Source: an optimization exercise on an open RTL-to-GDS flow (aim: small area). Production flows keep margins and buffers that such runs may drop.
Function was checked by simulation only, so behaviour that the tests miss may differ from the original.
Power is estimated from default activity; no workload was simulated.

==> flow/design.v <==
package spectrum_pkg;
    localparam int NBINS     = 40;
    localparam int MAG_W     = 9;
    localparam int H_ACTIVE  = 640;
    localparam int V_ACTIVE  = 480;
    localparam int BAR_SHIFT = 4;
    localparam int MAG_MAX   = 480;
    typedef struct packed {
        logic [3:0] r;
        logic [3:0] g;
        logic [3:0] b;
    } rgb_t;
    localparam rgb_t COL_BAR   = 12'h0F0;
    localparam rgb_t COL_BG    = 12'h002;
    localparam rgb_t COL_PEAK  = 12'hFFF;
    localparam rgb_t COL_BLANK = 12'h000;
endpackage
import spectrum_pkg::*;
module spectrum_bin_buffer
#(
    parameter int NBINS = spectrum_pkg::NBINS,
    parameter int MAG_W = spectrum_pkg::MAG_W
) (
    input  logic             clk_i,
    input  logic             rst_ni,
    input  logic [9:0]       x_i,
    input  logic [2:0]       xm5_i,       
    input  logic             swap_evt_i,
    input  logic             bin_valid_i,
    output logic             bin_ready_o,
    input  logic [5:0]       bin_idx_i,
    input  logic [MAG_W-1:0] bin_mag_i,
    input  logic             bin_last_i,
    output logic             frame_pending_o,
    output logic             swap_o,
    output logic [MAG_W-1:0] head_o       
);
    localparam logic [MAG_W-1:0] MAG_CAP = MAG_W'(MAG_MAX);
    logic [MAG_W-1:0] bank0_q [NBINS];
    logic [MAG_W-1:0] bank1_q [NBINS];
    logic sel_q, pend_q;
    logic fire, swap;
    assign fire = bin_valid_i & ~pend_q;
    assign swap = swap_evt_i & pend_q;
    logic [MAG_W-1:0] wdat;
    logic [2:0]       col, row_w;
    logic             w0, w1, clr;
    logic [4:0]       lo;
    logic [1:0]       bor;
    logic [3:0]       hs;
    function automatic logic [2:0] mod5(input logic [3:0] v);
        mod5 = 3'd0;
        for (int i = 0; i < 16; i++) if (v == 4'(i)) mod5 = 3'(i % 5);
    endfunction
    assign lo  = 5'(bin_idx_i[2:0]) - 5'(x_i[2:0]) - 5'd1;      
    assign bor = lo[4] ? 2'd1 : 2'd0;
    assign hs  = 4'd10 + 4'(bin_idx_i[5:3]) - 4'(xm5_i) - 4'(bor);  
    assign clr = ~rst_ni;
    assign wdat = (!rst_ni) ? '0 : (bin_mag_i > MAG_CAP) ? MAG_CAP : bin_mag_i;
    assign col = lo[2:0];
    assign row_w = mod5(hs);
    assign w0  = fire & (bin_idx_i < 6'(NBINS)) & sel_q;
    assign w1  = fire & (bin_idx_i < 6'(NBINS)) & ~sel_q;
    logic [7:0] col0, col1;
    logic [4:0] row;
    for (genvar i = 0; i < 8; i++) begin : g_col
        assign col0[i] = clr | (w0 & (col == 3'(i)));
        assign col1[i] = clr | (w1 & (col == 3'(i)));
    end
    for (genvar k = 0; k < 5; k++) begin : g_row
        assign row[k] = clr | (row_w == 3'(k));
    end
    for (genvar p = 0; p < NBINS; p++) begin : g_slot
        localparam int N = (p + 1) % NBINS;
        logic we0, we1;
        logic [MAG_W-1:0] nx0, nx1, wd;
        assign we0 = col0[p % 8] & row[p / 8];
        assign we1 = col1[p % 8] & row[p / 8];
        assign nx0 = ~bank0_q[N];
        assign nx1 = ~bank1_q[N];
        assign wd  = (p % 2 == 1) ? ~wdat : wdat;
        always_ff @(posedge clk_i) begin
            bank0_q[p] <= we0 ? wd : nx0;
            bank1_q[p] <= we1 ? wd : nx1;
        end
    end
    always_ff @(posedge clk_i) begin
        if (!rst_ni) begin
            sel_q  <= 1'b0;
            pend_q <= 1'b0;
        end else begin
            if (swap) sel_q <= ~sel_q;
            if (swap)                   pend_q <= 1'b0;
            else if (fire & bin_last_i) pend_q <= 1'b1;
        end
    end
    assign head_o          = sel_q ? bank1_q[0] : bank0_q[0];
    assign swap_o          = swap;
    assign bin_ready_o     = ~pend_q;
    assign frame_pending_o = pend_q;
endmodule
import spectrum_pkg::*;
module spectrum_renderer
#(
    parameter int NBINS = spectrum_pkg::NBINS,
    parameter int MAG_W = spectrum_pkg::MAG_W
) (
    input  logic             vgaclk,
    input  logic             rst_n,
    input  logic [9:0]       x_in,
    input  logic [9:0]       y_in,
    input  logic             hsync_in,
    input  logic             vsync_in,
    input  logic             bin_valid,
    output logic             bin_ready,
    input  logic [5:0]       bin_idx,
    input  logic [MAG_W-1:0] bin_mag,
    input  logic             bin_last,
    output logic             hsync_out,
    output logic             vsync_out,
    output logic [3:0]       red,
    output logic [3:0]       green,
    output logic [3:0]       blue,
    output logic             frame_pending
);
    localparam logic [9:0] HA = 10'(H_ACTIVE);
    localparam logic [9:0] VA = 10'(V_ACTIVE);
    logic             x0, swap_evt, swap;
    logic [MAG_W-1:0] f_head;
    assign x0       = (x_in == 10'd0);
    assign swap_evt = x0 && (y_in == VA);
    logic [4:0] xs;
    logic [2:0] m5;
    function automatic logic [2:0] mod5(input logic [4:0] v);
        mod5 = 3'd0;
        for (int i = 0; i < 32; i++) if (v == 5'(i)) mod5 = 3'(i % 5);
    endfunction
    assign xs     = 5'(x_in[6:3]) + 5'(x_in[9:7]);
    assign m5     = mod5(xs);
    spectrum_bin_buffer #(
        .NBINS(NBINS),
        .MAG_W(MAG_W)
    ) u_buf (
        .clk_i          (vgaclk),
        .rst_ni         (rst_n),
        .x_i            (x_in),
        .xm5_i          (m5),
        .swap_evt_i     (swap_evt),
        .bin_valid_i    (bin_valid),
        .bin_ready_o    (bin_ready),
        .bin_idx_i      (bin_idx),
        .bin_mag_i      (bin_mag),
        .bin_last_i     (bin_last),
        .frame_pending_o(frame_pending),
        .swap_o         (swap),
        .head_o         (f_head)
    );
    logic [MAG_W-1:0] pk_q [NBINS];
    logic             upd_q, valid_q, upd_end, take_f;
    logic [MAG_W-1:0] p_head, newpk;
    assign p_head  = valid_q ? pk_q[0] : '0;
    assign take_f  = upd_q & (f_head >= p_head);
    assign newpk   = take_f ? f_head : pk_q[0] - MAG_W'(upd_q);
    assign upd_end = (x_in == 10'(NBINS));
    always_ff @(posedge vgaclk) begin
        for (int p = 0; p < NBINS - 1; p++) pk_q[p] <= pk_q[p+1];
        pk_q[NBINS-1] <= newpk;
    end
    always_ff @(posedge vgaclk) begin
        if (!rst_n) begin
            upd_q   <= 1'b0;
            valid_q <= 1'b0;
        end else begin
            if (swap)         upd_q <= 1'b1;
            else if (upd_end) upd_q <= 1'b0;
            if (upd_q && upd_end) valid_q <= 1'b1;
        end
    end
    logic [6:0] ahead;
    logic       active, bar_d, hit_d, bar_e, hit_e, keep;
    logic [1:0] dq_q [4];
    logic [1:0] c1_q, c2_q;      
    logic       hs1_q, vs1_q, hs2_q, vs2_q;
    assign ahead  = {1'b0, m5, x_in[2:0]} - {1'b0, x_in[9:4]};
    assign keep   = (ahead[6:2] == '0);
    assign active = (x_in < HA) && (y_in < VA);
    assign bar_d  = ({1'b0, f_head} + 10'd32 > {1'b0, ~y_in[8:0]});
    assign hit_d  = ({1'b0, p_head} + 10'd32 == {1'b0, ~y_in[8:0]}) && (p_head != '0);
    assign bar_e  = x0 ? bar_d : dq_q[x_in[5:4]][0];
    assign hit_e  = x0 ? hit_d : dq_q[x_in[5:4]][1];
    always_ff @(posedge vgaclk) begin
        for (int i = 0; i < 4; i++) begin
            if (!rst_n)                         dq_q[i] <= 2'b00;
            else if (keep && x_in[1:0] == 2'(i)) dq_q[i] <= {hit_d, bar_d};
        end
    end
    always_ff @(posedge vgaclk) begin
        if (!rst_n) begin
            c1_q    <= 2'b01;
            hs1_q   <= 1'b1;
            vs1_q   <= 1'b1;
            c2_q    <= 2'b00;
            hs2_q   <= 1'b1;
            vs2_q   <= 1'b1;
        end else begin
            c1_q    <= {active & (hit_e | bar_e), active & (hit_e | ~bar_e)};
            hs1_q   <= hsync_in;
            vs1_q   <= vsync_in;
            c2_q    <= c1_q;
            hs2_q   <= hs1_q;
            vs2_q   <= vs1_q;
        end
    end
    assign hsync_out = hs2_q;
    assign vsync_out = vs2_q;
    assign red       = {4{&c2_q}};
    assign green     = {4{c2_q[1]}};
    assign blue      = {&c2_q, &c2_q, c2_q[0], &c2_q};
endmodule
export LEC_CHECK = 0
export ABC_AREA = 1
export CAP_MARGIN = 30
export CORE_MARGIN = 2
export CORE_UTILIZATION = 65
export SLEW_MARGIN = 20
export CTS_ARGS = -sink_clustering_enable -repair_clock_nets -dont_use_dummy_load -buf_list sky130_fd_sc_hd__clkbuf_8 -sink_clustering_size 18 -sink_clustering_max_diameter 60
export BUFFER_PORTS_ARGS = -buffer_cell sky130_fd_sc_hd__buf_1
create_clock -name core_clock -period 10.0 [get_ports {vgaclk}]
standard.sh (not shown) runs the stock make flow with config.mk's settings and CLKGATE_MAP_FILE= SYNTH_SCRIPT=/design/flow/synth_recipe.tcl, a recipe that flattens the netlist after the stock synthesis.
==> flow/flow/run.sh <==
#!/bin/bash
# Layout flow: the standard flow (standard.sh: the standard flow's synthesis script
# and ORFS's steps), with three changes:
#  - ABC maps the logic with flow/abc_area.script (area-oriented amap instead
#    of map plus buffering and sizing); ORFS's scripts are copied into this
#    folder with that one file replaced and SCRIPTS_DIR points at the copy.
#    Registers are mapped by Yosys as before; only the gates differ.
#  - clock tree synthesis uses clkbuf_8 leaf buffers over clusters of up to
#    18 flip-flops (60 um across) and adds no dummy loads;
#  - the buffer placed on every input and output port is a buf_1 (the
#    default pick is the larger clkdlybuf4s50_1); repair may still resize it.
# standard.sh's full output goes to standard.log; ORFS's per-step logs are
# under orfs/logs/.
set -e
cd "$(dirname "$0")/.."
rm -rf scripts_amap
cp -r "$FLOW_HOME/scripts" scripts_amap
cp flow/abc_area.script scripts_amap/abc_area.script
export SCRIPTS_DIR="$PWD/scripts_amap"
CTS="-sink_clustering_enable -repair_clock_nets -dont_use_dummy_load"
CTS="$CTS -buf_list sky130_fd_sc_hd__clkbuf_8"
CTS="$CTS -sink_clustering_size 18 -sink_clustering_max_diameter 60"
export CTS_ARGS="$CTS"
export BUFFER_PORTS_ARGS="-buffer_cell sky130_fd_sc_hd__buf_1"
echo "export CTS_ARGS = $CTS" >> config.mk
echo "export BUFFER_PORTS_ARGS = $BUFFER_PORTS_ARGS" >> config.mk
bash standard.sh > standard.log 2>&1
==> flow/flow/abc_area.script <==
strash
dch -f
amap
topo
Next try:
--- a/flow/design.v
+++ b/flow/design.v
@@ -156,15 +156,14 @@
         .head_o         (f_head)
     );
     logic [MAG_W-1:0] pk_q [NBINS];
-    logic             upd_q, valid_q, upd_end, take_f;
+    logic             upd_q, valid_q, upd_end;
     logic [MAG_W-1:0] p_head, newpk;
     assign p_head  = valid_q ? pk_q[0] : '0;
-    assign take_f  = upd_q & (f_head >= p_head);
-    assign newpk   = take_f ? f_head : pk_q[0] - MAG_W'(upd_q);
+    assign newpk   = (f_head >= p_head) ? f_head : p_head - 1'b1;
     assign upd_end = (x_in == 10'(NBINS));
     always_ff @(posedge vgaclk) begin
         for (int p = 0; p < NBINS - 1; p++) pk_q[p] <= pk_q[p+1];
-        pk_q[NBINS-1] <= newpk;
+        pk_q[NBINS-1] <= upd_q ? newpk : pk_q[0];
     end
     always_ff @(posedge vgaclk) begin
         if (!rst_n) begin
The changed run went through all stages and came out clean.
Critical path depth falls by 4.
Clock-buffer cell count does not change.
Total power increases by 0.44%.
Die area stays flat.
Non-clock buffer count grows by 5.
Hold slack gains 0.022 ns.
Final area rises by 0.45%.
Utilization goes up by 0.32 points.
Flip-flop and latch count does not change.
Area after synthesis hardly moves.
Fmax came out higher by 0.99%.
Cell count grows by 0.54%.
Sequential share of layout area went down by 0.31 points.
Worst setup slack improved by 0.076 ns.

## separate check: timing with driven ports
Ports are ideal in the flow. The routed layouts listed here were re-timed in OpenROAD.
Step 1: set_driving_cell puts a clkbuf_16 on vgaclk and a buf_2 on each other input, an assumption about the parent block.
Step 2 also shifts input and output timing later by t, the mid clock arrival at the registers, as if the neighbouring blocks saw the same clock.
a / b / c = ideal ports / drivers / drivers and shift; a / b = the first two.
run | shift t [ns] | setup WS [ns] | worst hold slack (ns) | clock arrival spread, ns | worst register clock-pin slew, ns
the first run | 0.715 | 2.288 / 2.317 / 1.602 | 0.301 / 0.301 / 0.301 | 0.072 / 0.072 | 0.11 / 0.11
the second run | 0.698 | 2.364 / 2.390 / 1.693 | 0.323 / 0.323 / 0.323 | 0.077 / 0.077 | 0.11 / 0.11
After both steps setup and hold are still met in every run listed. For the first run, which loses most, drivers alone change the setup slack by +0.029 ns; drivers and shift together by -0.686 ns.
